This design comes from an exercise in tuning for small area, a short achievable clock period and few clock cycles per item on the open sky130 flow, not from production work. In this exercise RTL edits were held to simulation tests only and were not proved equivalent to the original. Power and IR drop assume default switching activity.

==> flow/design.v (excerpt) <==
module gf_addsub_lanes #(
    parameter int               WIDTH   = 32,
    parameter logic [WIDTH-1:0] MODULUS = 32'hec940e71,
    parameter int               LANES   = 4
) (
    input  logic                     i_clk,
    input  logic                     i_rst,
    input  logic                     i_valid,
    output logic                     o_ready,
    input  logic [1:0]               i_op,
    input  logic [LANES*WIDTH-1:0]   i_a,
    input  logic [LANES*WIDTH-1:0]   i_b,
    output logic                     o_valid,
    input  logic                     i_ready,
    output logic [LANES*WIDTH-1:0]   o_out,
    output logic [LANES-1:0]         o_err
);
export LEC_CHECK = 0
export CAP_MARGIN = 20
export CORE_MARGIN = 2
export CORE_UTILIZATION = 40
export GPL_TIMING_DRIVEN = 0
export SETUP_SLACK_MARGIN = 1.0
export SLEW_MARGIN = 20
create_clock -name core_clock -period 5.5 [get_ports {i_clk}]
standard.sh (not shown) runs the stock make flow with config.mk's settings and CLKGATE_MAP_FILE= SYNTH_SCRIPT=/design/flow/synth_recipe.tcl, a recipe that flattens the netlist after the stock synthesis.
==> flow/flow/run.sh <==
#!/bin/bash
# Layout flow: the standard ORFS flow (standard.sh) with these changes:
#  - the ports get plain sky130_fd_sc_hd__buf_1 buffers instead of delay cells;
#  - if flow/abc.script exists, synthesis maps the logic with that ABC script in place
#    of ORFS's speed script (everything else in the synthesis is the standard flow's own script);
#  - settings in flow/env.sh (if any) are exported before the flow runs.
# Each tool's full output goes to the ORFS logs under orfs/logs; make's own output
# goes to flow_make.log here.
set -euo pipefail
W=$(pwd)
export BUFFER_PORTS_ARGS="-buffer_cell sky130_fd_sc_hd__buf_1"
if [[ -f flow/env.sh ]]; then source flow/env.sh; fi
SYN=$W/synth_recipe.tcl
if [[ -f flow/abc.script ]]; then
  cat > $W/flow_synth.tcl <<EOT
proc abc {args} {
  set i [lsearch -exact \$args -script]
  if {\$i >= 0} { lset args [expr {\$i + 1}] $W/flow/abc.script }
  yosys abc {*}\$args
}
source $W/synth_recipe.tcl
EOT
  SYN=$W/flow_synth.tcl
fi
sed "s#SYNTH_SCRIPT=$W/synth_recipe.tcl#SYNTH_SCRIPT=$SYN#" standard.sh > flow_standard.sh
bash flow_standard.sh > flow_make.log 2>&1
Testbench counts at the start, summed over its fixed seeds: cycles 12,008, items 12,000.
Rerun with:
==> flow/flow/env.sh (new file) <==
export REMOVE_ABC_BUFFERS=1
CTS_BUF_LIST = sky130_fd_sc_hd__clkbuf_8   (was not set)
=>
- The changed run produced a clean layout
- worst setup slack improves by 0.065 ns
- die area does not change
- sequential power hardly moves
- clock skew stays flat
- worst hold slack loses 0.036 ns
- clock-buffer cell count grows by 4
- power shrinks by a little under a tenth
- routed wire length is lower by about a fifth
Rerun with:
CTS_BUF_LIST = not set   (was sky130_fd_sc_hd__clkbuf_8)
SETUP_SLACK_MARGIN = 0.9   (was 1.0)
removed: flow/flow/env.sh
Result: Global-route usage climbs by 5.6 points; non-clock buffer count grows by 53; routed wire length climbs by a quarter to a third; critical path depth climbs by 6; total power is higher by a few percent.
Rerun with:
==> flow/flow/env.sh (new file) <==
export REMOVE_ABC_BUFFERS=1
SETUP_SLACK_MARGIN = 1.0   (was 0.9)
Routed wire length shrinks by 20%. Clock skew barely changes. Via count shrinks by 4.1%. Synthesized area is unchanged. Critical path depth grows by 1. Global-route usage shrinks by 5.6 points.
Rerun with:
PLACE_DENSITY = 0.75   (was not set)
removed: flow/flow/env.sh
After rerunning:
- clock power goes down by a few percent
- setup slack gets worse by 0.11 ns
- core utilization goes up by 0.33 points
- sequential share of layout area goes down by 0.13 points
- first-iteration DRC count goes up by well over a third
- global-route usage goes up by 5.5 points
Rerun with:
==> flow/flow/env.sh (new file) <==
export REMOVE_ABC_BUFFERS=1
CTS_BUF_LIST = sky130_fd_sc_hd__clkbuf_8   (was not set)
PLACE_DENSITY = not set   (was 0.75)
SETUP_SLACK_MARGIN = 1.1   (was 1.0)
Setup slack gets better by 0.15 ns.
Power shrinks by 5.2%.
Design area is about the same.
Flip-flop and latch count is unchanged.
Sequential power shrinks by about 2%.
Fmax grows by 3.4%.
Global-route usage shrinks by 5.4 points.
Hold slack gets worse by 0.038 ns.
Non-clock buffer count shrinks by 45.
Routed wire length shrinks by 20%.

[port drivers added, routing unchanged]
Ports are ideal in the flow. The routed layouts listed here were re-timed in OpenROAD. Step 1: set_driving_cell puts a clkbuf_16 on i_clk and a buf_2 on each other input, an assumption about the parent block. Step 2 times the ports against the registers' clock, not the clock port: input delays grow and output delays shrink by t, the midpoint of the rising clock arrivals with the driver on. a / b / c = no drivers / after step 1 / after step 2; a / b = the first two.
run | t, ns | setup slack, ns | clock arrival spread, ns | slew at the worst register clock pin (ns) | worst data-port slew with drivers (ns)
the first run | 0.494 | 1.024 / 0.970 / 0.495 | 0.013 / 0.014 | 0.07 / 0.07 | 0.11
the second run | 0.518 | 1.089 / 0.905 / 0.386 | 0.017 / 0.017 | 0.09 / 0.09 | 0.26
the third run | 0.488 | 0.837 / 0.780 / 0.292 | 0.014 / 0.014 | 0.07 / 0.07 | 0.10
the fourth run | 0.483 | 1.062 / 0.894 / 0.411 | 0.012 / 0.012 | 0.07 / 0.07 | 0.26
the fifth run | 0.491 | 0.954 / 0.917 / 0.426 | 0.016 / 0.016 | 0.08 / 0.08 | 0.08
the sixth run | 0.521 | 1.102 / 0.978 / 0.457 | 0.018 / 0.018 | 0.09 / 0.09 | 0.26
After both steps every run listed still meets setup and hold. For the second run, which loses most, drivers alone change the setup slack by -0.184 ns; drivers and shift together by -0.703 ns.
